Context: an optimization exercise on an open-source flow, tuned for small area, a short achievable clock period and few clock cycles per item. The choices shown serve that exercise and are no tape-out recipe.
At most, simulation tests tie the RTL to the original design; equivalence was not proved.
Only the layout flow was run in run 6; the RTL was not checked for function there.
Power is estimated from default activity; no workload was simulated.

===== flow/design.v =====
module dsam_stream_encoder #(
    parameter int DATA_WIDTH   = 16,
    parameter int MAX_CHANNELS = 256,
    parameter int CHAN_WIDTH   = 9
) (
    input  logic                  clk,
    input  logic                  reset,
    input  logic                  clear,
    input  logic [1:0]            mode,
    input  logic [CHAN_WIDTH-1:0] channels,
    input  logic                  in_valid,
    output logic                  in_ready,
    input  logic [DATA_WIDTH-1:0] in_data,
    output logic                  out_valid,
    input  logic                  out_ready,
    output logic [DATA_WIDTH-1:0] out_data
);
    localparam int W  = DATA_WIDTH;
    localparam int QD = 4;
    logic          in_ready_q;
    logic          accept;
    logic          a_v, a_clr;
    logic [1:0]    a_mode;
    logic [7:0]    a_chm1;     
    logic          a_n1, a_n2;
    logic [W-1:0]  a_x;
    logic [7:0]    ch_m1;
    assign in_ready = in_ready_q;
    assign accept   = in_valid && in_ready_q;
    assign ch_m1    = ((channels == 9'd0) || (channels > 9'd256)) ? 8'd255 : 8'(channels - 9'd1);
    always_ff @(posedge clk or negedge reset) begin
        if (!reset) begin
            a_v   <= 1'b0;
            a_clr <= 1'b0;
        end else begin
            a_v   <= accept;
            a_clr <= clear;
        end
    end
    always_ff @(posedge clk) begin
        a_x    <= in_data;
        a_mode <= mode;
        a_chm1 <= ch_m1;
        a_n1   <= (channels == 9'd1);
        a_n2   <= (channels == 9'd2);
    end
    logic [7:0] seg_sel_new;
    always_comb begin
        seg_sel_new[7]   = a_chm1[7];
        seg_sel_new[6:0] = a_chm1[7] ? a_chm1[6:0] : 7'(a_chm1[6:0] - 7'd2);
    end
    logic [1:0] mode_q;
    logic [7:0] seg_sel_q, seg_sel_d;
    logic [7:0] seg_en_q;
    logic       n1_q, n2_q;
    logic       cold_q;
    logic [7:0] rem_q;
    logic [W-2:0] c_q;
    logic [1:0] mode_e;
    logic       n1_e;
    logic       cold_e, warm;
    logic [7:0] rem_e;
    assign mode_e    = a_clr ? a_mode : mode_q;
    assign n1_e      = a_clr ? a_n1 : n1_q;
    assign cold_e    = a_clr | cold_q;
    assign warm      = !cold_e;
    assign rem_e     = a_clr ? a_chm1 : rem_q;
    assign seg_sel_d = a_clr ? seg_sel_new : seg_sel_q;
    logic [W-1:0] x0_q, p_q, r_q;
    logic [W-1:0] s1_q;
    logic [2*W-1:0] s2_q;
    logic [4*W-1:0] s4_q;
    logic [8*W-1:0] s8_q;
    logic [16*W-1:0] s16_q;
    logic [32*W-1:0] s32_q;
    logic [64*W-1:0] s64_q;
    logic [126*W-1:0] s126_q;
    logic [W-1:0] n1, n2, n4, n8, n16, n32, n64, n126;
    assign n1   = seg_sel_q[0] ? s1_q                  : x0_q;
    assign n2   = seg_sel_q[1] ? s2_q[2*W-1 -: W]      : n1;
    assign n4   = seg_sel_q[2] ? s4_q[4*W-1 -: W]      : n2;
    assign n8   = seg_sel_q[3] ? s8_q[8*W-1 -: W]      : n4;
    assign n16  = seg_sel_q[4] ? s16_q[16*W-1 -: W]    : p_q;
    assign n32  = seg_sel_q[5] ? s32_q[32*W-1 -: W]    : n16;
    assign n64  = seg_sel_q[6] ? s64_q[64*W-1 -: W]    : n32;
    assign n126 = seg_sel_q[7] ? s126_q[126*W-1 -: W]  : n64;
    always_ff @(posedge clk) begin
        if (a_v) begin
            x0_q <= a_x;
            p_q  <= n8;
            r_q  <= n1_e ? a_x : (n2_q ? x0_q : n126);
        end
        if (seg_en_q[0]) s1_q   <= x0_q;
        if (seg_en_q[1]) s2_q   <= {s2_q[W-1:0], n1};
        if (seg_en_q[2]) s4_q   <= {s4_q[3*W-1:0], n2};
        if (seg_en_q[3]) s8_q   <= {s8_q[7*W-1:0], n4};
        if (seg_en_q[4]) s16_q  <= {s16_q[15*W-1:0], p_q};
        if (seg_en_q[5]) s32_q  <= {s32_q[31*W-1:0], n16};
        if (seg_en_q[6]) s64_q  <= {s64_q[63*W-1:0], n32};
        if (seg_en_q[7]) s126_q <= {s126_q[125*W-1:0], n64};
    end
    logic [W-1:0] diff;
    logic         b_v, b_clr;
    logic [1:0]   b_mode;
    logic [W-1:0] b_d;
    assign diff = (mode_e[0] && warm) ? (a_x - r_q) : a_x;
    always_ff @(posedge clk or negedge reset) begin
        if (!reset) begin
            b_v   <= 1'b0;
            b_clr <= 1'b0;
        end else begin
            b_v   <= a_v;
            b_clr <= a_clr;
        end
    end
    always_ff @(posedge clk) begin
        b_d    <= diff;
        b_mode <= mode_e;
    end
    always_ff @(posedge clk or negedge reset) begin
        if (!reset) begin
            mode_q    <= 2'd3;
            seg_sel_q <= 8'hff;    
            seg_en_q  <= 8'h00;
            n1_q      <= 1'b0;
            n2_q      <= 1'b0;
            cold_q    <= 1'b1;
            rem_q     <= 8'd255;
        end else begin
            seg_en_q <= seg_sel_d & {8{accept}};
            if (a_clr) begin
                mode_q    <= a_mode;
                seg_sel_q <= seg_sel_new;
                n1_q      <= a_n1;
                n2_q      <= a_n2;
            end
            if (a_v) begin
                if (cold_e) begin
                    if (rem_e == 8'd0) begin
                        cold_q <= 1'b0;
                    end else begin
                        cold_q <= 1'b1;
                        rem_q  <= rem_e - 8'd1;
                    end
                end
            end else if (a_clr) begin
                cold_q <= 1'b1;
                rem_q  <= a_chm1;
            end
        end
    end
    logic         sgn;
    logic [W-2:0] mag;
    logic [W-2:0] c_e;
    logic [W-2:0] cn;
    logic [W-1:0] word;
    always_comb begin
        sgn  = b_d[W-1];
        mag  = sgn ? ~b_d[W-2:0] : b_d[W-2:0];
        c_e  = b_clr ? '0 : c_q;
        cn   = mag ^ c_e;
        case (b_mode)
            2'd0:    word = b_d;
            2'd1:    word = {sgn, mag};
            default: word = {sgn, cn};
        endcase
    end
    always_ff @(posedge clk or negedge reset) begin
        if (!reset) begin
            c_q <= '0;
        end else if (b_v && b_mode[1]) begin
            c_q <= cn;
        end else if (b_clr) begin
            c_q <= '0;
        end
    end
    logic [QD-1:0] qv_q, qv_d;
    logic [W-1:0]  q_q [QD];
    logic          take;
    logic [2:0]    cnt_q, cnt_d;
    logic          in_ready_d;
    logic [W-1:0]  out_q, q0_d;
    logic          out_valid_q;
    assign out_valid = out_valid_q;
    assign out_data  = out_q;
    assign take      = qv_q[0] && out_ready;
    always_comb begin
        logic [QD:0] v_ext;
        v_ext = {1'b0, qv_q};
        if (take) v_ext = {1'b0, v_ext[QD:1]};
        qv_d = v_ext[QD-1:0];
        if (b_v) qv_d = {qv_d[QD-2:0], 1'b1};
        if (accept && !take)      cnt_d = cnt_q + 3'd1;
        else if (!accept && take) cnt_d = cnt_q - 3'd1;
        else                      cnt_d = cnt_q;
        if (take) in_ready_d = accept ? (cnt_q != 3'd4) : 1'b1;
        else      in_ready_d = accept ? (cnt_q <  3'd3) : (cnt_q != 3'd4);
    end
    always_ff @(posedge clk or negedge reset) begin
        if (!reset) begin
            qv_q        <= '0;
            cnt_q       <= '0;
            in_ready_q  <= 1'b0;
            out_valid_q <= 1'b0;
        end else begin
            qv_q        <= qv_d;
            cnt_q       <= cnt_d;
            in_ready_q  <= in_ready_d;
            out_valid_q <= |qv_d;
        end
    end
    always_comb begin
        q0_d = q_q[0];
        if (take) begin
            if (qv_q[1]) q0_d = q_q[1];
            else if (qv_q[0]) q0_d = word;
        end else if (!qv_q[0]) begin
            q0_d = word;
        end
    end
    always_ff @(posedge clk) begin
        out_q <= q0_d;
    end
    always_ff @(posedge clk) begin
        for (int i = 0; i < QD; i++) begin
            if (take) begin
                if (i + 1 < QD && qv_q[i+1]) q_q[i] <= q_q[i+1];
                else if (qv_q[i] && (i + 1 >= QD || !qv_q[i+1])) q_q[i] <= word;
            end else begin
                if (!qv_q[i] && (i == 0 || qv_q[i-1])) q_q[i] <= word;
            end
        end
    end
endmodule

===== flow/flow/run.sh =====
#!/bin/bash
set -euo pipefail
bash standard.sh SETUP_SLACK_MARGIN=5.8 \
  BUFFER_PORTS_ARGS="-buffer_cell sky130_fd_sc_hd__buf_4" \
  finish > std_flow.log 2>&1

===== flow/standard.sh =====
#!/bin/bash
# synth_recipe.tcl (not shown) runs the flow's synth.tcl, then flattens the netlist and writes it again
# the make line also repeats each setting of config.mk as NAME=value (left out here)
make -C /OpenROAD-flow-scripts/flow DESIGN_CONFIG=/design/flow/config.mk WORK_HOME=/design/flow/orfs CLKGATE_MAP_FILE= SYNTH_SCRIPT=/design/flow/synth_recipe.tcl "${@:-finish}"

===== flow/config.mk =====
export PLATFORM = sky130hd
export DESIGN_NAME = dsam_stream_encoder
export DESIGN_NICKNAME = dsam_stream_encoder
export VERILOG_FILES = /design/flow/design.v
export SDC_FILE = /design/flow/constraint.sdc
export NUM_CORES = 4
export LEC_CHECK = 0
export ABC_CLOCK_PERIOD_IN_PS = 3000
export CAP_MARGIN = 20
export CORE_MARGIN = 2
export CORE_UTILIZATION = 60
export CTS_CLUSTER_DIAMETER = 100
export CTS_CLUSTER_SIZE = 30
export PLACE_DENSITY = 0.7
export SETUP_SLACK_MARGIN = 5
export SLEW_MARGIN = 20
export SYNTH_MEMORY_MAX_BITS = 8192

===== flow/constraint.sdc =====
create_clock -name core_clock -period 8.8 [get_ports {clk}]
set_input_delay 1.7600 -clock core_clock [delete_from_list [all_inputs] [get_ports {clk}]]
set_output_delay 1.7600 -clock core_clock [all_outputs]
set_load 0.01 [all_outputs]

==> results of run 1 <==
==> path summary, 6_finish.rpt <==
path	end	slack [ns]	depth (start not counted)
min	s16_q[234]$_DFFE_PP_	0.40	0
max reg2reg	s126_q[1117]$_DFFE_PP_	5.97	3
max in group asynchronous	seg_en_q[3]$_DFF_PN0_	7.14	1
min reg2reg	s16_q[234]$_DFFE_PP_	0.40	0
min in group asynchronous	qv_q[0]$_DFF_PN0_	0.96	1
max	in_ready	5.65	1
==> layout by cell type (no fill, tap or decap), drive strengths merged, types with 9 or more instances in the layout <==
| cell type | count |
|---|---|
| edfxtp | 4160 |
| clkbuf | 208 |
| mux2 | 149 |
| buf | 91 |
| a21oi | 66 |
| dfxtp | 62 |
| nand2 | 60 |
| xnor2 | 46 |
| nor2 | 45 |
| o22ai | 45 |
| inv | 41 |
| dfrtp | 38 |
| o21ai | 29 |
| o21a | 28 |
| mux2i | 26 |
| xor2 | 23 |
| ha | 22 |
| nand2b | 20 |
| nor3 | 19 |
| dfstp | 19 |
| conb | 16 |
| o211ai | 16 |
| and2 | 12 |
| nand3 | 10 |
| clkinv | 9 |
==> layout make-up <==
cell class              count  area [um^2]
well taps                2958         3700
flip-flops and latches   4279       128000
clock inverters            20          279
diodes                      1         2.50
repair buffers             91          982
multi-input cells         702         5310
clock buffers             208         4310
inverters                  33          128
fillers                 13600        77800
==> what timing repair did <==
item / in CTS / in global routing
endpoints found under the setup margin: 99 / 1159
hold buffers: 0 / 0
setup buffers: 0 / 2
hold endpoints to repair: 0 / 0
gates resized for setup: 34 / 4
==> registers in the layout, summed over array words and instances, names as in the netlist, 15 cells and up <==
register / count
a_x: 16
s16_q: 256
c_q: 15
s64_q: 1024
s32_q: 512
s8_q: 128
p_q: 16
b_d: 16
q_q: 64
s4_q: 64
s2_q: 32
x0_q: 16
out_q: 16
s126_q: 2016
s1_q: 16
r_q: 16
==> Yosys cell counts, drive strengths merged (5+ instances only) <==
cell	number	area, um^2
mux2	149	1680
nand3	10	50.1
nor3	19	95.1
nand2b	20	125
or3	5	31.3
mux2i	26	260
dfxtp	62	1240
xor2	23	201
a21oi	66	334
xnor2	46	403
and2	12	75.1
dfrtp	38	951
buf	19	95.1
o31ai	7	52.6
ha	22	275
o211ai	16	125
nor2	45	169
o22ai	45	282
nand2	60	228
o21ai	29	145
inv	32	120
edfxtp	4160	125000
o21a	28	210
nand4	5	31.3
dfstp	19	499
clkbuf	39	146
==> metrics by stage <==
step / utilization (%) / setup WS (ns)
after CTS: 64.6 / 5.56
final: 64.7 / 5.65
after floorplan: - / -5.51
after global placement: 62.5 / 4.97
after global routing: 64.7 / 5.57
after detailed placement: 62.5 / 5.04
==> power by group through the flow <==
stage	clock network, mW	registers (mW)	logic, mW
global route	9.98	26.3	2.33
floorplan	0	28.4	0.603
global placement	0	26.5	2.01
detailed placement	0	26.5	2.09
finish	8.98	26.1	2.09
CTS	9.38	26.1	2.10
==> layer usage <==
layer	vias to the layer above	GRT usage [%]	wire (um)
li1	20400	-	-
met5	-	0	0
met3	215	2.22	7460
met4	0	3.66	3370
met2	871	19.7	69800
met1	23400	24.5	85200
==> cell families (layout without fill, tap and decap cells) <==
kind of cell             Yosys count  count (layout)
AO/OA/AOI/OAI                    221             221
XOR/XNOR                          69              69
adder cells (fa/ha/maj)           25              25
buffers and inverters             91             352
flip-flops                      4279            4279
multiplexers                     175             175
other                              1              17
AND/OR/NAND/NOR                  196             196
==> results.toml, run 1 <==
[synthesis]
yosysSeqAreaShare_pct = 95.8
synth_edf_count = 4160
synth_warnings = 5
synth_xor_area_share_pct = 0.454
yosysUniqueCellTypes = 66
synth_compound_area_share_pct = 1.07
yosys_most_used_dff = "edfxtp_1"
synthMuxAreaShare_pct = 1.45
synth_area_um2 = 133000
syn_avg_cell_area_um2 = 26.3
synth-adder-area-share_pct = 0.244
synthSimpleGateAreaFrac_pct = 0.713
synth_top_family_by_area = "multiplexers"
ys_seq_elements = 4279
async_flop_share_pct = 1.33
synthCells = 5057

[timing]
finalMaxSlewViolations = 0
hold_slack_ns = 0.400
fmax_mhz = 317
finalHoldViolCount = 0
final.period_utilization_pct = 35.8
fin_tns_setup_ns = 0
maxSlewHeadroom_pct = 25.3
rsz0062_at_grt = "yes"
finalClockSkew_ns = 0.0288
finalSetupViolCount = 0
tightest_slew_ns = 1.12
period_minus_slack_ns = 3.15

[floorplan]
die-area_um2 = 226000
fp.coreArea_um2 = 220000
start_util_pct = 60.5
rows = 172
boundaryPins = 50
die_w_um = 475
die_height_um = 475

[power]
power.density_nw_per_um2 = 261
seqPwrFrac_pct = 70.2
pwr-share-clk_pct = 24.2
power.total_mw = 37.1
p_sw_mw = 7.77
sw_frac_of_total_pct = 20.9
leakage_nw = 39.9
internal_power_mw = 29.4
vdd_drop_max_uv = 267
combPwrFrac_pct = 5.6

[final_layout]
drive_gt1_share_pct = 9.06
fin_cells = 8292
final_area_um2 = 142000
nets = 5325
synthToLayoutAreaGrowth_pct = 6.87

[worst_setup_path]
r2r_start = "seg_en_q[7]$_DFF_PN0_"
cp_top_family = "flip-flops"
critPathLaunchType = "flop"
cp_cell_sequence = "buf_6"
cp.arrival_ns = 1.39
slowest_delay_ns = 0.41
endpoint_kind = "output port"
cp_num_buf_inv = 1
critPathLaunch = "in_ready_q$_DFF_PN0_"
required_ns = 7.04
critPathKind = "flop to output port"
crit_fanout = 2
slowest_stage = "dfrtp_1"

[routing]
drtPass1Iterations = 6
drc = 0
viasPerCell = 5.42
drt-wirelength-per-cell_um = 20.0
drt_iter0_drc = 4944
drtAntennaViolNets = 0
routed_wl_um = 166000
dr_total_vias = 44900

[worst_hold_path]
hold_path_class = "flop to flop"
hold_start = "s16_q[218]$_DFFE_PP_"

[status]
status = "no timing/DRC/antenna violations"

[clock_network]
clk_pin_slew_ns = 0.11
clockRootBuffer = "clkbuf_16"
cts_htree_levels = 4
clkLatencyLatePin_ns = 0.86
cts_tree = "yes"
cts_sinks = 4279
ctsLongestPathBuffers = 3
cts_buffers = 162

[flow_run]
drv_cap = 0

[placed_design]
dp.cells = 8060
place_congestion = 0.772
hpwl_um = 85000
portBuffers = 49
placedInstanceArea_um2 = 138000

[grt]
grt_pass1_wl_um = 248000
grt_max_degree = 221
antenna_found_initial = 16
grt_pass1_vias = 41900
grtUsageTotal_pct = 14.4
gr-total-overflow = 0
Testbench counts, summed over its fixed seeds: cycles 27,224, items 27,200.
==> inputs of run 2 (changes only) <==
==> flow/flow/run.sh (replaced) <==
#!/bin/bash
set -euo pipefail
bash standard.sh SETUP_SLACK_MARGIN=6.0 \
  BUFFER_PORTS_ARGS="-buffer_cell sky130_fd_sc_hd__buf_4" \
  finish > std_flow.log 2>&1
==> run 2 against run 1 <==
  * Largest cell class unchanged
  * Highest routed layer unchanged
  * Critical path depth unchanged
  * Sequential cell count is the same
  * Still clean on timing, DRC and antenna
  * Combinational power hardly changed
==> results.toml, run 2 <==
[status]
status = "no timing/DRC/antenna violations"

[timing]
finalSetupViolCount = 0
maxSlewHeadroom_pct = 28.7
period_minus_slack_ns = 3.15
finalMaxSlewViolations = 0
finalHoldViolCount = 0
finalClockSkew_ns = 0.0289
fin_tns_setup_ns = 0
tightest_slew_ns = 1.07
final.period_utilization_pct = 35.8
fmax_mhz = 318
setup_slack_ns = 5.65
rsz0062_at_grt = "yes"

[grt]
grt_pass1_wl_um = 248000
grtUsageTotal_pct = 14.4
grt_max_degree = 207
antenna_found_initial = 16
gr-total-overflow = 0
grt_pass1_vias = 41900

[synthesis]
async_flop_share_pct = 1.33
synth.most_common_cell = "edfxtp_1"
syn_avg_cell_area_um2 = 26.3
synthTopCellsByCount = "4160 x edfxtp_1, 149 x mux2_2, 65 x a21oi_1"
synth_warnings = 5
synthCells = 5057
yosysTopAreaCellShare_pct = 93.8
synth_area_um2 = 133000
yosysTopAreaCell = "edfxtp_1"
synth_edf_count = 4160
yosysUniqueCellTypes = 66
synthTopCellsByArea = "edfxtp_1 94%, mux2_2 1.3%, dfxtp_1 0.93%"
yosysSeqAreaShare_pct = 95.8
yosys_most_used_dff = "edfxtp_1"
ys_seq_elements = 4279

[final_layout]
drive_gt1_share_pct = 9.15
largest_reg_flops = 2016
largest_registers = "s126_q (2016), s64_q (1024), s32_q (512)"
fin_cells = 8295
top_register = "s126_q"
synthToLayoutAreaGrowth_pct = 6.98
nets = 5327
final_common_cell = "edfxtp_1"
final_cell_mix = "4160 x edfxtp_1, 166 x clkbuf_16, 149 x mux2_2"

[routing]
viasPerCell = 5.41
drt_iter0_drc = 4909
dr_total_vias = 44900
drtAntennaViolNets = 0
routed_wl_um = 166000
drc = 0
drt-wirelength-per-cell_um = 20.1
drtPass1Iterations = 5

[worst_setup_path]
critPathLaunchType = "flop"
cp_cell_sequence = "buf_6"
r2r_setup_slack_ns = 6.09
cp_num_buf_inv = 1
slowest_stage = "dfrtp_1"
cp_top_family = "flip-flops"
endpoint_kind = "output port"
critPathKind = "flop to output port"
crit_fanout = 2
slowest_delay_ns = 0.41
required_ns = 7.04
cp.arrival_ns = 1.39

[power]
p_sw_mw = 7.78
combPwrFrac_pct = 5.7
internal_power_mw = 29.4
power.density_nw_per_um2 = 261
pwr-share-clk_pct = 24.2
seqPwrFrac_pct = 70.2
leakage_nw = 40.0
vdd_drop_max_uv = 267
sw_frac_of_total_pct = 20.9

[clock_network]
cts_tree = "yes"
ctsLongestPathBuffers = 3
cts_sinks = 4279
cts_buffers = 162
clockRootBuffer = "clkbuf_16"
clk_pin_slew_ns = 0.11
cts_htree_levels = 4
clkLatencyLatePin_ns = 0.86
postCtsHoldBufs = 0

[floorplan]
boundaryPins = 50
start_util_pct = 60.5
fp.coreArea_um2 = 220000
die_height_um = 475
rows = 172
die_w_um = 475
die-area_um2 = 226000

[placed_design]
dp.cells = 8060
pre_cts_ws_ns = 5.04
portBuffers = 49
place_congestion = 0.772
hpwl_um = 85000

[flow_run]
drv_cap = 0

[worst_hold_path]
hold_path_class = "flop to flop"
run 2: final cells by class:
| cell class | count | area (um^2) |
|---|---|---|
| clock inverter | 20 | 279 |
| sequential | 4279 | 128000 |
| antenna | 2 | 5.00 |
| timing repair buffer | 93 | 1110 |
| fill | 13600 | 77600 |
| multi-input combinational | 702 | 5320 |
| inverter | 33 | 128 |
| clock buffer | 208 | 4310 |
| tap | 2958 | 3700 |
run 2: kinds of logic (layout without fill, tap and decap cells):
| kind of cell | Yosys count | after routing | share of synthesized area (%) |
|---|---|---|---|
| AO/OA/AOI/OAI | 221 | 221 | 1.07 |
| XOR/XNOR | 69 | 69 | 0.454 |
| adder cells (fa/ha/maj) | 25 | 25 | 0.244 |
| buffers and inverters | 91 | 354 | 0.274 |
| flip-flops | 4279 | 4279 | 95.8 |
| multiplexers | 175 | 175 | 1.45 |
| other | 1 | 18 | 0.00281 |
| AND/OR/NAND/NOR | 196 | 196 | 0.713 |
run 2: worst reg2reg max path: cells and delay by family, from the launching register on:
kind           cells  cell delay [ns]
AO/OA/AOI/OAI      2             0.27
flip-flops         1             0.82
multiplexers       4             1.38
run 2: metal layers:
metal | global-route usage (%) | share of wire, % | wire [um] | up-vias
met3 | 2.22 | 4.3 | 7200 | 209
met2 | 19.9 | 42 | 70200 | 799
met4 | 3.57 | 2.0 | 3250 | 0
met5 | 0 | 0 | 0 | -
li1 | - | - | - | 20400
met1 | 24.5 | 51 | 85700 | 23400
run 2: final timing paths:
path / end / cells past startpoint / start
setup / recovery: in_ready / 1 / in_ready_q$_DFF_PN0_
hold / removal: s16_q[234]$_DFFE_PP_ / 0 / s16_q[218]$_DFFE_PP_
setup reg to reg: r_q[15]$_DFFE_PP_ / 6 / seg_sel_q[4]$_DFF_PN1_
hold reg to reg: s16_q[234]$_DFFE_PP_ / 0 / s16_q[218]$_DFFE_PP_
max in group asynchronous: seg_en_q[3]$_DFF_PN0_ / 1 / reset
min in group asynchronous: qv_q[0]$_DFF_PN0_ / 1 / reset
run 2: per-stage QoR:
step	cell area [um^2]	hold slack, ns	power (mW)	utilization (%)
global placement	138000	0.400	28.5	62.5
floorplan	133000	0.374	29.0	-
global route	143000	0.409	38.6	64.7
detailed placement	138000	0.405	28.6	62.5
finish	143000	0.404	37.2	64.7
CTS	142000	0.403	37.6	64.7
run 2: power by group through the flow:
stage | Clock (mW) | Sequential [mW] | Combinational [mW]
finish | 8.98 | 26.1 | 2.11
global route | 9.97 | 26.2 | 2.36
CTS | 9.38 | 26.1 | 2.15
detailed placement | 0 | 26.5 | 2.09
global placement | 0 | 26.5 | 2.01
floorplan | 0 | 28.4 | 0.603
run 2: timing repair:
action,CTS,global route
gates cloned,3,0
endpoints found under the setup margin,1387,1370
resized for setup,45,7
setup buffers,1,1
==> inputs of run 3 (changes only) <==
==> flow/flow/run.sh (replaced) <==
#!/bin/bash
set -euo pipefail
bash standard.sh SETUP_SLACK_MARGIN=5.8 \
  BUFFER_PORTS_ARGS="-buffer_cell sky130_fd_sc_hd__buf_4" \
  finish > std_flow.log 2>&1
--- a/flow/config.mk
+++ b/flow/config.mk
@@ -8,9 +8,9 @@
 export ABC_CLOCK_PERIOD_IN_PS = 3000
 export CAP_MARGIN = 20
 export CORE_MARGIN = 2
-export CORE_UTILIZATION = 60
-export CTS_CLUSTER_DIAMETER = 100
-export CTS_CLUSTER_SIZE = 30
+export CORE_UTILIZATION = 55
+export CTS_CLUSTER_DIAMETER = 80
+export CTS_CLUSTER_SIZE = 25
 export PLACE_DENSITY = 0.7
 export SETUP_SLACK_MARGIN = 5
 export SLEW_MARGIN = 20
==> run 3 against run 2 <==
  * Still clean
  * Core utilization is 5.1 points lower
  * Sequential power hardly changed
  * Clock-buffer cell count is 38 higher
  * Worst setup slack better by 0.014 ns
  * Sequential cell count stayed put
  * Non-clock buffer count is 1 lower
  * Total power is 1.9% higher
  * Cell count is 3.2% higher
  * Largest power group unchanged
  * Highest routed layer is now met5
==> results.toml, run 3 <==
[timing]
finalSetupViolCount = 0
finalMaxSlewViolations = 0
fmax_mhz = 319
hold_slack_ns = 0.397
finalHoldViolCount = 0
rsz0062_at_grt = "yes"
tightest_slew_ns = 1.11
maxSlewHeadroom_pct = 25.7
fin_tns_setup_ns = 0
finalClockSkew_ns = 0.0332
period_minus_slack_ns = 3.13
final.period_utilization_pct = 35.6

[final_layout]
largest_reg_flops = 2016
largest_registers = "s126_q (2016), s64_q (1024), s32_q (512)"
nets = 5355
final_common_cell = "edfxtp_1"
drive_gt1_share_pct = 9.53
top_register = "s126_q"
final_cell_mix = "4160 x edfxtp_1, 198 x clkbuf_16, 149 x mux2_2"
synthToLayoutAreaGrowth_pct = 7.69

[synthesis]
syn_avg_cell_area_um2 = 26.3
yosys_most_used_dff = "edfxtp_1"
yosysTopAreaCell = "edfxtp_1"
synth_area_um2 = 133000
synth-adder-area-share_pct = 0.244
synth_edf_count = 4160
synthMuxAreaShare_pct = 1.45
synth.most_common_cell = "edfxtp_1"
synthTopCellsByArea = "edfxtp_1 94%, mux2_2 1.3%, dfxtp_1 0.93%"
ys_seq_elements = 4279
synthTopCellsByCount = "4160 x edfxtp_1, 149 x mux2_2, 65 x a21oi_1"
synth_warnings = 5
synthSimpleGateAreaFrac_pct = 0.713
synth_top_family_by_area = "multiplexers"
yosysSeqAreaShare_pct = 95.8
synth_xor_area_share_pct = 0.454
synth_compound_area_share_pct = 1.07
synthCells = 5057
yosysUniqueCellTypes = 66
yosysTopAreaCellShare_pct = 93.8
async_flop_share_pct = 1.33

[power]
power.density_nw_per_um2 = 264
internal_power_mw = 29.9
sw_frac_of_total_pct = 21.0
pwr-share-clk_pct = 25.5
vdd_drop_max_uv = 196
seqPwrFrac_pct = 68.9
leakage_nw = 40.3
p_sw_mw = 7.94
combPwrFrac_pct = 5.6

[routing]
dr_total_vias = 45200
drtPass1Iterations = 7
routed_wl_um = 169000
drt-wirelength-per-cell_um = 19.7
drc = 0
drt_iter0_drc = 4722
drtAntennaViolNets = 0
viasPerCell = 5.28

[grt]
grt_max_degree = 231
grt_pass1_vias = 42600
gr-total-overflow = 0
antenna_found_initial = 10
grtUsageTotal_pct = 13.3
grt_pass1_wl_um = 253000

[worst_setup_path]
required_ns = 7.04
r2r_start = "seg_en_q[5]$_DFF_PN0_"
r2r_setup_slack_ns = 5.97
cp_top_family = "flip-flops"
critPathLaunchType = "flop"
cp_cell_sequence = "buf_6"
crit_fanout = 2
rr_endpoint = "s32_q[40]$_DFFE_PP_"
critPathLaunch = "in_ready_q$_DFF_PN0_"
endpoint = "in_ready"
critPathKind = "flop to output port"
slowest_delay_ns = 0.40
r2r_cells = 2
slowest_stage = "dfrtp_1"
cp_num_buf_inv = 1
cp.arrival_ns = 1.37
path_depth = 1
endpoint_kind = "output port"

[clock_network]
ctsLongestPathBuffers = 3
cts_tree = "yes"
cts_htree_levels = 4
post-cts-setup-buffers = 0
postCtsHoldBufs = 0
clockRootBuffer = "clkbuf_16"
cts_buffers = 191
cts_sinks = 4279
clkLatencyLatePin_ns = 0.85
clk_pin_slew_ns = 0.09

[flow_run]
drv_cap = 0

[floorplan]
fp.coreArea_um2 = 241000
die_height_um = 496
die-area_um2 = 246000
die_w_um = 496
rows = 180
boundaryPins = 50
start_util_pct = 55.3

[placed_design]
portBuffers = 49
hpwl_um = 85500
place_congestion = 0.791

[status]
status = "no timing/DRC/antenna violations"

[worst_hold_path]
hold_path_class = "flop to flop"
run 3: cell types whose count changed in the layout (fill, tap and decap cells not counted), moves of 2 or more:
cell	change
clkinv_8	-3
bufbuf_16	-3
clkbuf_16	+32
clkinv_2	-3
clkbuf_1	+7
buf_12	-3
bufinv_16	-2
buf_6	+5
clkinvlp_4	+2
clkinv_1	+3
run 3: cells by family (layout without fill, tap and decap cells):
family	after synthesis	count (layout)
compound gates	221	221
simple gates	196	196
fa+ha+maj	25	25
mux	175	175
other cells	1	17
xor+xnor	69	69
flops	4279	4279
buf+inv	91	390
run 3: power by group through the flow:
| stage | logic [mW] | clock network [mW] | registers [mW] |
|---|---|---|---|
| 2_1_floorplan | 0.603 | 0 | 28.4 |
| 3_3_place_gp | 2.00 | 0 | 26.5 |
| 3_5_place_dp | 2.10 | 0 | 26.5 |
| 4_1_cts | 2.11 | 10.1 | 26.1 |
| 5_1_grt | 2.34 | 10.7 | 26.3 |
| 6_report | 2.10 | 9.67 | 26.1 |
run 3: worst min-delay path by stage:
stage / end / slack (ns) / cells past startpoint / from
after floorplan: b_clr$_DFF_PN0_ / 0.37 / 0 / a_clr$_DFF_PN0_
after global placement: s16_q[90]$_DFFE_PP_ / 0.40 / 0 / s16_q[74]$_DFFE_PP_
after detailed placement: s126_q[1020]$_DFFE_PP_ / 0.40 / 0 / s126_q[1004]$_DFFE_PP_
after CTS: s126_q[932]$_DFFE_PP_ / 0.39 / 0 / s126_q[916]$_DFFE_PP_
after global routing: s126_q[917]$_DFFE_PP_ / 0.40 / 0 / s126_q[901]$_DFFE_PP_
final: s126_q[917]$_DFFE_PP_ / 0.40 / 0 / s126_q[901]$_DFFE_PP_
run 3: metal layers:
metal | vias up | part of all wire [%] | global-route usage, %
met5 | - | 0.0083 | 0
met2 | 788 | 42 | 18.2
met1 | 23700 | 51 | 22.4
met3 | 240 | 4.0 | 2.23
li1 | 20500 | - | -
met4 | 2 | 2.2 | 3.66
run 3: metrics by stage:
step                      total power [mW]  setup WS [ns]  util (%)  cell area (um^2)  std cells
after floorplan                       29.0          -5.51         -            133000       5072
after global placement                28.5           5.11      57.3            138000       8287
after detailed placement              28.6           5.15      57.3            138000       8287
after CTS                             38.3           5.58      59.5            143000       8552
after global routing                  39.3           5.57      59.6            143000       8557
final                                 37.8           5.67      59.6            143000       8557
run 3: final cells by class:
class	instances	area (um^2)
Antenna cell	1	2.50
Clock buffer	246	5110
Clock inverter	19	236
Fill cell	16000	97300
Inverter	33	128
Multi-Input combinational cell	702	5320
Sequential cell	4279	128000
Tap cell	3185	3990
Timing Repair Buffer	92	1030
run 3: timing repair:
item                       4_1_cts  5_1_grt
setup endpoints to repair      194     1284
cloned                           0        1
resized for setup               38       12
==> inputs of run 4 (changes only) <==
--- a/flow/config.mk
+++ b/flow/config.mk
@@ -8,10 +8,10 @@
 export ABC_CLOCK_PERIOD_IN_PS = 3000
 export CAP_MARGIN = 20
 export CORE_MARGIN = 2
-export CORE_UTILIZATION = 55
+export CORE_UTILIZATION = 65
 export CTS_CLUSTER_DIAMETER = 80
 export CTS_CLUSTER_SIZE = 25
-export PLACE_DENSITY = 0.7
+export PLACE_DENSITY = 0.75
 export SETUP_SLACK_MARGIN = 5
 export SLEW_MARGIN = 20
 export SYNTH_MEMORY_MAX_BITS = 8192
==> run 4 against run 3 <==
  * Cell area decreased by 0.45%
  * Still clean on timing, DRC and antenna
  * Sequential power barely moved
  * Combinational power about the same
  * Clock-buffer cell count is 1 higher
  * Critical path depth stayed put
  * Die area fell by 15%
==> results.toml, run 4 <==
[synthesis]
yosysTopAreaCellShare_pct = 93.8
ys_seq_elements = 4279
yosysTopAreaCell = "edfxtp_1"
synth_edf_count = 4160
synthTopCellsByArea = "edfxtp_1 94%, mux2_2 1.3%, dfxtp_1 0.93%"
synthCells = 5057
yosysUniqueCellTypes = 66
synth_area_um2 = 133000
syn_avg_cell_area_um2 = 26.3
yosysSeqAreaShare_pct = 95.8
async_flop_share_pct = 1.33
synth.most_common_cell = "edfxtp_1"
synthTopCellsByCount = "4160 x edfxtp_1, 149 x mux2_2, 65 x a21oi_1"
yosys_most_used_dff = "edfxtp_1"
synth_warnings = 5

[worst_setup_path]
cp_cell_sequence = "buf_6"
r2r_start = "seg_en_q[7]$_DFF_PN0_"
critPathLaunch = "in_ready_q$_DFF_PN0_"
slowest_stage = "dfrtp_1"
cp_top_family = "flip-flops"
endpoint_kind = "output port"
slowest_delay_ns = 0.41
cp.arrival_ns = 1.40
critPathLaunchType = "flop"
cp_num_buf_inv = 1
critPathKind = "flop to output port"
crit_fanout = 2
required_ns = 7.04

[floorplan]
start_util_pct = 65.2
boundaryPins = 50
die_height_um = 457
die-area_um2 = 209000
rows = 166
die_w_um = 457
fp.coreArea_um2 = 204000

[final_layout]
final_common_cell = "edfxtp_1"
fin_cells = 8066
nets = 5357
synthToLayoutAreaGrowth_pct = 7.20
final_cell_mix = "4160 x edfxtp_1, 192 x clkbuf_16, 149 x mux2_2"
largest_reg_flops = 2016
drive_gt1_share_pct = 9.58
largest_registers = "s126_q (2016), s64_q (1024), s32_q (512)"
top_register = "s126_q"
final_area_um2 = 143000

[routing]
routed_wl_um = 188000
dr_total_vias = 45800
drc = 0
viasPerCell = 5.68
drt-wirelength-per-cell_um = 23.4
drtAntennaViolNets = 0
drt_iter0_drc = 5010
drtPass1Iterations = 6

[timing]
maxSlewHeadroom_pct = 28.6
rsz0062_at_grt = "yes"
period_minus_slack_ns = 3.16
fin_tns_setup_ns = 0
fmax_mhz = 316
finalMaxSlewViolations = 0
tightest_slew_ns = 1.07
finalHoldViolCount = 0
finalClockSkew_ns = 0.0331
finalSetupViolCount = 0
final.period_utilization_pct = 35.9

[power]
power.density_nw_per_um2 = 266
sw_frac_of_total_pct = 21.4
combPwrFrac_pct = 5.6
pwr-share-clk_pct = 25.5
leakage_nw = 40.2
seqPwrFrac_pct = 68.9
internal_power_mw = 29.8
p_sw_mw = 8.15
vdd_drop_max_uv = 222

[clock_network]
clk_pin_slew_ns = 0.10
cts_sinks = 4279
cts_tree = "yes"
ctsLongestPathBuffers = 3
postCtsHoldBufs = 0
clkLatencyLatePin_ns = 0.85
cts_htree_levels = 4
clockRootBuffer = "clkbuf_16"
cts_buffers = 190

[placed_design]
dp.cells = 7791
placedInstanceArea_um2 = 137000
hpwl_um = 89500
place_congestion = 0.795
portBuffers = 49

[grt]
grt_max_degree = 230
gr-total-overflow = 0
grt_pass1_vias = 44300
antenna_found_initial = 10
grtUsageTotal_pct = 17.7
grt_pass1_wl_um = 278000

[status]
status = "no timing/DRC/antenna violations"

[flow_run]
drv_cap = 0

[worst_hold_path]
hold_path_class = "flop to flop"
hold_start = "s16_q[173]$_DFFE_PP_"
## run 4: per-stage QoR
step                setup slack, ns  utilization, %  power [mW]  hold WS, ns
detailed placement             4.94            67.2        28.6        0.405
global route                   5.55            69.9        39.3        0.411
floorplan                     -5.51               -        29.0        0.374
global placement               4.58            67.2        28.5        0.400
CTS                            5.55            69.9        38.4        0.385
finish                         5.64            70.0        38.0        0.392
## run 4: area by class of cell
class                           instances  area (um^2)
Antenna cell                            1         2.50
Clock buffer                          247         5010
Clock inverter                         21          238
Fill cell                           11300        61400
Inverter                               33          128
Multi-Input combinational cell        702         5310
Sequential cell                      4279       128000
Tap cell                             2688         3360
Timing Repair Buffer                   95         1100
## run 4: path summary, 6_finish.rpt
path	depth (start not counted)	slack (ns)	end
max reg2reg	2	5.93	s126_q[1015]$_DFFE_PP_
min in group asynchronous	1	0.99	out_valid_q$_DFF_PN0_
max	1	5.64	in_ready
min	0	0.39	s16_q[189]$_DFFE_PP_
min reg2reg	0	0.39	s16_q[189]$_DFFE_PP_
max in group asynchronous	1	7.08	seg_en_q[5]$_DFF_PN0_
## run 4: power groups by stage
stage | Combinational (mW) | Sequential [mW] | Clock [mW]
2_1_floorplan | 0.603 | 28.4 | 0
3_3_place_gp | 1.97 | 26.5 | 0
3_5_place_dp | 2.07 | 26.6 | 0
4_1_cts | 2.11 | 26.2 | 10.1
5_1_grt | 2.37 | 26.4 | 10.6
6_report | 2.13 | 26.2 | 9.70
## run 4: what timing repair did
item	CTS	global route
resized for setup	42	10
buffers inserted	1	1
endpoints found under the setup margin	1001	711
## run 4: layer usage
| metal | track usage (%) | vias up | share of wire (%) |
|---|---|---|---|
| li1 | - | 20500 | - |
| met1 | 28.3 | 24000 | 47 |
| met2 | 26.6 | 1090 | 47 |
| met3 | 2.66 | 229 | 4.8 |
| met4 | 4.25 | 0 | 2.1 |
| met5 | 0 | - | 0 |
## run 4: cell families (layout without fill, tap and decap cells)
family	after synthesis	count (layout)	synth area share, %
adder cells (fa/ha/maj)	25	25	0.244
other	1	17	0.00281
XOR/XNOR	69	69	0.454
AO/OA/AOI/OAI	221	221	1.07
flip-flops	4279	4279	95.8
AND/OR/NAND/NOR	196	196	0.713
buffers and inverters	91	396	0.274
multiplexers	175	175	1.45
==> inputs of run 5 (changes only) <==
==> flow/flow/run.sh (replaced) <==
#!/bin/bash
set -euo pipefail
bash standard.sh SETUP_SLACK_MARGIN=5.8 finish > std_flow.log 2>&1
--- a/flow/config.mk
+++ b/flow/config.mk
@@ -8,10 +8,10 @@
 export ABC_CLOCK_PERIOD_IN_PS = 3000
 export CAP_MARGIN = 20
 export CORE_MARGIN = 2
-export CORE_UTILIZATION = 65
+export CORE_UTILIZATION = 60
 export CTS_CLUSTER_DIAMETER = 80
 export CTS_CLUSTER_SIZE = 25
-export PLACE_DENSITY = 0.75
+export PLACE_DENSITY = 0.7
 export SETUP_SLACK_MARGIN = 5
 export SLEW_MARGIN = 20
 export SYNTH_MEMORY_MAX_BITS = 8192
==> run 5 against run 4 <==
  * Still clean on timing, DRC and antenna
  * Sequential cell count stayed put
  * Wire length shrank 11%
  * Total power decreased by 0.70%
  * Combinational power about the same
  * Critical endpoint unchanged
  * Largest power group unchanged
  * Highest routed layer unchanged
==> results.toml, run 5 <==
[status]
status = "no timing/DRC/antenna violations"

[worst_setup_path]
cp_top_family = "flip-flops"
cp_num_buf_inv = 1
cp_cell_sequence = "buf_2"
critPathKind = "flop to output port"
endpoint_kind = "output port"
cp.arrival_ns = 1.36
required_ns = 7.04
critPathLaunchType = "flop"
crit_fanout = 2
slowest_stage = "dfrtp_1"
slowest_delay_ns = 0.39

[synthesis]
yosysTopAreaCellShare_pct = 93.8
yosysSeqAreaShare_pct = 95.8
yosys_most_used_dff = "edfxtp_1"
synth_area_um2 = 133000
synthTopCellsByArea = "edfxtp_1 94%, mux2_2 1.3%, dfxtp_1 0.93%"
yosysUniqueCellTypes = 66
syn_avg_cell_area_um2 = 26.3
synth_edf_count = 4160
synthTopCellsByCount = "4160 x edfxtp_1, 149 x mux2_2, 65 x a21oi_1"
synth.most_common_cell = "edfxtp_1"
ys_seq_elements = 4279
yosysTopAreaCell = "edfxtp_1"
async_flop_share_pct = 1.33
synth_warnings = 5
synthCells = 5057

[final_layout]
final_cell_mix = "4160 x edfxtp_1, 196 x clkbuf_16, 149 x mux2_2"
nets = 5354
finish.utilization_pct = 65.0
drive_gt1_share_pct = 9.07
top_register = "s126_q"
multi_input_area_um2 = 5340
largest_registers = "s126_q (2016), s64_q (1024), s32_q (512)"
nFillCells = 13500
final_common_cell = "edfxtp_1"
synthToLayoutAreaGrowth_pct = 7.44
largest_reg_flops = 2016
seq_area_um2 = 128000

[timing]
finalMaxSlewViolations = 0
finalHoldViolCount = 0
period_minus_slack_ns = 3.12
setup_slack_ns = 5.68
fin_tns_setup_ns = 0
final.period_utilization_pct = 35.5
rsz0062_at_grt = "yes"
finalSetupViolCount = 0
maxSlewHeadroom_pct = 26.2
tightest_slew_ns = 1.11
finalClockSkew_ns = 0.0383
fmax_mhz = 321

[clock_network]
cts_htree_levels = 4
clk_pin_slew_ns = 0.10
cts_buffers = 191
cts_sinks = 4279
post-cts-setup-buffers = 0
postCtsHoldBufs = 0
cts_tree = "yes"
clockRootBuffer = "clkbuf_16"
clkLatencyLatePin_ns = 0.85
ctsLongestPathBuffers = 3

[grt]
grt_pass1_wl_um = 251000
grtUsageTotal_pct = 14.6
gr-total-overflow = 0
grt_pass1_vias = 42200
grt_max_degree = 222
antenna_found_initial = 9

[floorplan]
die_w_um = 475
rows = 172
start_util_pct = 60.5
die-area_um2 = 226000
die_height_um = 475
boundaryPins = 50
fp.coreArea_um2 = 220000

[routing]
viasPerCell = 5.45
drt-wirelength-per-cell_um = 20.2
drtAntennaViolNets = 0
drt_iter0_drc = 5154
dr_total_vias = 45300
drtPass1Iterations = 5
routed_wl_um = 168000
drc = 0

[placed_design]
hpwl_um = 85300
portBuffers = 49
pre_cts_ws_ns = 4.52
place_congestion = 0.781

[power]
power.density_nw_per_um2 = 264
leakage_nw = 40.2
vdd_drop_max_uv = 227
power.total_mw = 37.7

[flow_run]
drv_cap = 0

[worst_hold_path]
hold_path_class = "flop to flop"
-- run 5: cell counts after synthesis --
Identical to the previous run, type by type.
-- run 5: final cells by class --
type,instances,area share (%)
sequential,4279,89.2
multi-input combinational,702,3.73
clock buffer,235,3.51
tap,2958,2.59
timing repair buffer,91,0.777
clock inverter,20,0.113
inverter,33,0.0892
antenna,2,0.00350
-- run 5: power by group --
group / switching [mW] / total [mW] / internal, mW
clock network: 5.49 / 9.54 / 4.05
logic: 1.61 / 2.10 / 0.488
registers: 0.788 / 26.1 / 25.3
total: 7.89 / 37.7 / 29.8
-- run 5: per-layer routing --
metal  wire (um)  vias up  GRT usage, %
li1            -    20500             -
met1       86000    23700          25.1
met2       70600      892          19.5
met3        7400      268          2.40
met4        4050        0          4.14
met5           0        -             0
-- run 5: cell families after synthesis --
family,share of synthesized area (%)
flip-flops,95.8
multiplexers,1.45
AO/OA/AOI/OAI,1.07
adder cells (fa/ha/maj),0.244
AND/OR/NAND/NOR,0.713
buffers and inverters,0.274
other,0.00281
XOR/XNOR,0.454
-- run 5: per-stage QoR --
stage / hold WS (ns) / instance area [um^2] / cells
2_1_floorplan: 0.374 / 133000 / 5072
3_3_place_gp: 0.400 / 138000 / 8060
3_5_place_dp: 0.405 / 138000 / 8060
4_1_cts: 0.394 / 143000 / 8316
5_1_grt: 0.400 / 143000 / 8320
6_report: 0.394 / 143000 / 8320
-- run 5: path summary, 6_finish.rpt --
kind	startpoint	to	slack, ns	depth (start not counted)
setup / recovery	in_ready_q$_DFF_PN0_	in_ready	5.68	1
hold / removal	s32_q[377]$_DFFE_PP_	s32_q[393]$_DFFE_PP_	0.39	0
min in group asynchronous	reset	qv_q[2]$_DFF_PN0_	1.10	2
setup reg to reg	seg_en_q[7]$_DFF_PN0_	s126_q[750]$_DFFE_PP_	5.95	3
max in group asynchronous	reset	seg_en_q[5]$_DFF_PN0_	7.07	2
hold reg to reg	s32_q[377]$_DFFE_PP_	s32_q[393]$_DFFE_PP_	0.39	0
-- run 5: what timing repair did --
action	4_1_cts	5_1_grt
pin swaps	0	0
cloned	1	1
endpoints found under the setup margin	316	541
gates resized for setup	100	23
endpoints found under the hold margin	0	0
==> inputs of run 6 (changes only) <==
--- a/flow/design.v
+++ b/flow/design.v
@@ -16,7 +16,7 @@
     output logic [DATA_WIDTH-1:0] out_data
 );
     localparam int W  = DATA_WIDTH;
-    localparam int QD = 4;
+    localparam int QD = 3;
     logic          in_ready_q;
     logic          accept;
     logic          a_v, a_clr;
@@ -100,22 +100,22 @@
         if (seg_en_q[7]) s126_q <= {s126_q[125*W-1:0], n64};
     end
     logic [W-1:0] diff;
-    logic         b_v, b_clr;
-    logic [1:0]   b_mode;
-    logic [W-1:0] b_d;
-    assign diff = (mode_e[0] && warm) ? (a_x - r_q) : a_x;
-    always_ff @(posedge clk or negedge reset) begin
-        if (!reset) begin
-            b_v   <= 1'b0;
-            b_clr <= 1'b0;
-        end else begin
-            b_v   <= a_v;
-            b_clr <= a_clr;
-        end
-    end
-    always_ff @(posedge clk) begin
-        b_d    <= diff;
-        b_mode <= mode_e;
+    logic         sgn;
+    logic [W-2:0] mag;
+    logic [W-2:0] c_e;
+    logic [W-2:0] cn;
+    logic [W-1:0] word;
+    always_comb begin
+        diff = (mode_e[0] && warm) ? (a_x - r_q) : a_x;
+        sgn  = diff[W-1];
+        mag  = sgn ? ~diff[W-2:0] : diff[W-2:0];
+        c_e  = a_clr ? '0 : c_q;
+        cn   = mag ^ c_e;
+        case (mode_e)
+            2'd0:    word = a_x;
+            2'd1:    word = {sgn, mag};
+            default: word = {sgn, cn};
+        endcase
     end
     always_ff @(posedge clk or negedge reset) begin
         if (!reset) begin
@@ -126,6 +126,7 @@
             n2_q      <= 1'b0;
             cold_q    <= 1'b1;
             rem_q     <= 8'd255;
+            c_q       <= '0;
         end else begin
             seg_en_q <= seg_sel_d & {8{accept}};
             if (a_clr) begin
@@ -143,35 +144,13 @@
                         rem_q  <= rem_e - 8'd1;
                     end
                 end
+                if (mode_e[1]) c_q <= cn;
+                else if (a_clr) c_q <= '0;
             end else if (a_clr) begin
                 cold_q <= 1'b1;
                 rem_q  <= a_chm1;
+                c_q    <= '0;
             end
-        end
-    end
-    logic         sgn;
-    logic [W-2:0] mag;
-    logic [W-2:0] c_e;
-    logic [W-2:0] cn;
-    logic [W-1:0] word;
-    always_comb begin
-        sgn  = b_d[W-1];
-        mag  = sgn ? ~b_d[W-2:0] : b_d[W-2:0];
-        c_e  = b_clr ? '0 : c_q;
-        cn   = mag ^ c_e;
-        case (b_mode)
-            2'd0:    word = b_d;
-            2'd1:    word = {sgn, mag};
-            default: word = {sgn, cn};
-        endcase
-    end
-    always_ff @(posedge clk or negedge reset) begin
-        if (!reset) begin
-            c_q <= '0;
-        end else if (b_v && b_mode[1]) begin
-            c_q <= cn;
-        end else if (b_clr) begin
-            c_q <= '0;
         end
     end
     logic [QD-1:0] qv_q, qv_d;
@@ -189,12 +168,12 @@
         v_ext = {1'b0, qv_q};
         if (take) v_ext = {1'b0, v_ext[QD:1]};
         qv_d = v_ext[QD-1:0];
-        if (b_v) qv_d = {qv_d[QD-2:0], 1'b1};
+        if (a_v) qv_d = {qv_d[QD-2:0], 1'b1};
         if (accept && !take)      cnt_d = cnt_q + 3'd1;
         else if (!accept && take) cnt_d = cnt_q - 3'd1;
         else                      cnt_d = cnt_q;
-        if (take) in_ready_d = accept ? (cnt_q != 3'd4) : 1'b1;
-        else      in_ready_d = accept ? (cnt_q <  3'd3) : (cnt_q != 3'd4);
+        if (take) in_ready_d = accept ? (cnt_q != 3'd3) : 1'b1;
+        else      in_ready_d = accept ? (cnt_q <  3'd2) : (cnt_q != 3'd3);
     end
     always_ff @(posedge clk or negedge reset) begin
         if (!reset) begin
==> run 6 against run 5 <==
  * Still clean on timing, DRC and antenna
  * Clock skew down 0.0075 ns
  * Core utilization rose by 0.84 points
  * Sequential power about the same
  * Critical path type is now flop to flop
==> results.toml, run 6 <==
[timing]
fin_tns_setup_ns = 0
finalSetupViolCount = 0
finalHoldViolCount = 0
finalMaxSlewViolations = 0
fmax_mhz = 309
finalClockSkew_ns = 0.0309
final.period_utilization_pct = 36.8
tightest_slew_ns = 1.06
setup_slack_ns = 5.56
hold_slack_ns = 0.407
period_minus_slack_ns = 3.24
maxSlewHeadroom_pct = 29.2
rsz0062_at_grt = "yes"

[grt]
antenna_found_initial = 17
gr-total-overflow = 0
grt_max_degree = 211
grt_pass1_vias = 43700
grtUsageTotal_pct = 15.2
grt_pass1_wl_um = 261000

[clock_network]
clkLatencyLatePin_ns = 0.86
cts_tree = "yes"
postCtsHoldBufs = 0
cts_sinks = 4242
cts_htree_levels = 4
clk_pin_slew_ns = 0.09
cts_buffers = 195
ctsLongestPathBuffers = 3
clockRootBuffer = "clkbuf_16"

[worst_setup_path]
critPathLaunch = "r_q[4]$_DFFE_PP_"
critPathLaunchType = "flop"
cp_cell_sequence = "inv_2, ha_4, a21o_1, a211o_1, o2111ai_4, o21bai_4, a22o_4, nor2_8, buf_12, inv_16, o311ai_4, o41ai_2, a211o_1"
cp_top_family = "compound AO/OA/AOI/OAI gates"
cp.arrival_ns = 3.84
required_ns = 9.41
slowest_stage = "edfxtp_1"
endpoint_kind = "flop"
r2r_setup_slack_ns = 5.56
critPathKind = "flop to flop"
slowest_delay_ns = 0.40
cp_common_cell = "a211o_1"
r2r_start = "r_q[4]$_DFFE_PP_"
cp_num_buf_inv = 3
crit_fanout = 6

[routing]
dr_total_vias = 46200
wl_met1_um = 90200
drtPass1Iterations = 5
highest_layer = "met4"
routed_wl_um = 175000
drc = 0
wl_met3_um = 7690
viasPerCell = 5.45
drtAntennaViolNets = 0
dr_wl_met2_um = 73000
drt-wirelength-per-cell_um = 20.6
drt_iter0_drc = 4772

[synthesis]
synth_xor_area_share_pct = 0.333
synthTopCellsByCount = "4144 x edfxtp_1, 134 x mux2_2, 97 x nor2_1"
yosysTopAreaCellShare_pct = 93.6
synth-adder-area-share_pct = 0.235
synthSimpleGateAreaFrac_pct = 1.25
synth_warnings = 5
synth.most_common_cell = "edfxtp_1"
syn_avg_cell_area_um2 = 25.7
async_flop_share_pct = 1.27
yosysTopAreaCell = "edfxtp_1"
synth_compound_area_share_pct = 1.19
yosys_most_used_dff = "edfxtp_1"
synth_area_um2 = 133000
synth_top_family_by_area = "multiplexers"
synthCells = 5168
yosysSeqAreaShare_pct = 95.3
synth_edf_count = 4144
synthTopCellsByArea = "edfxtp_1 94%, mux2_2 1.1%, dfxtp_1 0.66%"
yosysUniqueCellTypes = 74
ys_seq_elements = 4242
synthMuxAreaShare_pct = 1.42

[final_layout]
final_common_cell = "edfxtp_1"
largest_registers = "s126_q (2016), s64_q (1024), s32_q (512)"
drive_gt1_share_pct = 12.3
top_register = "s126_q"
final_area_um2 = 145000
largest_reg_flops = 2016
final_cell_mix = "4144 x edfxtp_1, 199 x clkbuf_16, 127 x mux2_2"
nFillCells = 13800
fin_cells = 8486
nets = 5527
synthToLayoutAreaGrowth_pct = 8.92
finish.utilization_pct = 65.8

[power]
power.total_mw = 38.1
seqPwrFrac_pct = 68.0
sw_frac_of_total_pct = 21.4
pwr-share-clk_pct = 25.7
internal_power_mw = 29.9
power.density_nw_per_um2 = 263
combPwrFrac_pct = 6.3
vdd_drop_max_uv = 214
leakage_nw = 40.8
p_sw_mw = 8.16

[floorplan]
fp.coreArea_um2 = 220000
rows = 172
boundaryPins = 50
die_height_um = 475
start_util_pct = 60.5
die_w_um = 475
die-area_um2 = 225000

[worst_hold_path]
hold_start = "s64_q[78]$_DFFE_PP_"
hold_path_class = "flop to flop"

[placed_design]
pre_cts_ws_ns = 4.10
hpwl_um = 87400
dp.cells = 8165
place_congestion = 0.779
portBuffers = 49
placedInstanceArea_um2 = 137000

[status]
status = "no timing/DRC/antenna violations"

[flow_run]
drv_cap = 0
-- run 6: cell count changes after synthesis, sizes merged, moves of 16 or more --
cell,change
o22ai,-39
o21ai,+25
dfxtp,-18
o21a,-23
a21oi,+23
and3,+17
nor2,+54
nand2,+23
edfxtp,-16
-- run 6: cells by family (layout without fill, tap and decap cells) --
family	Yosys count	after routing
xor+xnor	48	48
simple gates	342	343
buf+inv	96	438
other cells	1	17
flops	4242	4242
fa+ha+maj	24	24
compound gates	244	245
mux	171	171
-- run 6: power by group through the flow --
| stage | combinational (mW) | sequential [mW] | clock, mW |
|---|---|---|---|
| CTS | 2.39 | 25.9 | 10.2 |
| global route | 2.67 | 26.1 | 10.8 |
| finish | 2.40 | 25.9 | 9.78 |
| global placement | 2.22 | 26.3 | 0 |
| detailed placement | 2.28 | 26.3 | 0 |
| floorplan | 0.582 | 28.3 | 0 |
-- run 6: repair_timing --
| action | 4_1_cts | 5_1_grt |
|---|---|---|
| hold endpoints to repair | 0 | 0 |
| pin swaps | 51 | 35 |
| resized for setup | 297 | 68 |
| endpoints found under the setup margin | 869 | 1025 |
| gates cloned | 3 | 2 |
| buffers inserted | 46 | 17 |
-- run 6: area by class of cell --
class	count	area, um^2	share of cell area, %
timing repair inverter	2	46.3	0.0320
antenna	1	2.50	0.00173
clock buffer	220	5040	3.48
timing repair buffer	151	1690	1.16
clock inverter	32	410	0.283
inverter	33	143	0.0985
sequential	4242	127000	87.5
tap	2958	3700	2.56
multi-input combinational	847	7030	4.85
-- run 6: path summary, 6_finish.rpt --
check / end / depth (start not counted)
max: q_q[0][13]$_DFFE_PP_ / 13
min: s64_q[94]$_DFFE_PP_ / 0
max reg2reg: q_q[0][13]$_DFFE_PP_ / 13
min reg2reg: s64_q[94]$_DFFE_PP_ / 0
max in group asynchronous: seg_en_q[3]$_DFF_PN0_ / 2
min in group asynchronous: qv_q[1]$_DFF_PN0_ / 2
-- run 6: metal layers --
layer / vias up / track usage [%]
li1: 21000 / -
met1: 24000 / 25.7
met2: 871 / 20.7
met3: 270 / 2.52
met4: 0 / 4.16
met5: - / 0
-- run 6: worst register-to-register path, cell delays in order (launching register included) --
cell and delay [ns]:
edfxtp_1 0.40, inv_2 0.08, ha_4 0.20, a21o_1 0.19, a211o_1 0.29, o2111ai_4 0.26
o21bai_4 0.13, a22o_4 0.28, nor2_8 0.15, buf_12 0.18, inv_16 0.07, o311ai_4 0.40
o41ai_2 0.11, a211o_1 0.27

what the ideal ports hide:
Ports are ideal in the flow. The routed layouts listed here were re-timed in OpenROAD.
Step 1: set_driving_cell puts a clkbuf_16 on clk and a buf_2 on each other input, an assumption about the parent block.
Step 2 moves the port delays by t, midway between the first and last clock arrival at a register: inputs arrive t later, outputs are due t later. That takes back most of the time a late clock gives input paths.
Slacks: no drivers / after step 1 / after step 2; pairs: no drivers / after step 1.
run	t, ns	setup slack, ns	hold WS [ns]	worst setup path after step 2	worst data-port slew with drivers (ns)
run 1	0.932	5.649 / 5.561 / 5.042	0.400 / 0.400 / 0.400	input to register	0.30
run 2	0.932	5.652 / 5.565 / 5.048	0.404 / 0.404 / 0.404	input to register	0.30
run 3	0.930	5.666 / 5.574 / 5.150	0.397 / 0.397 / 0.397	input to register	0.11
run 4	0.920	5.637 / 5.552 / 5.020	0.392 / 0.392 / 0.392	input to register	0.13
run 5	0.920	5.680 / 5.591 / 4.853	0.394 / 0.394 / 0.394	input to register	0.31
run 6	0.924	5.562 / 5.562 / 4.959	0.407 / 0.407 / 0.407	input to register	0.05
After both steps every run listed still meets setup and hold. The setup slack of run 5, which loses most, moves by -0.089 ns with the drivers and by -0.827 ns with both steps.
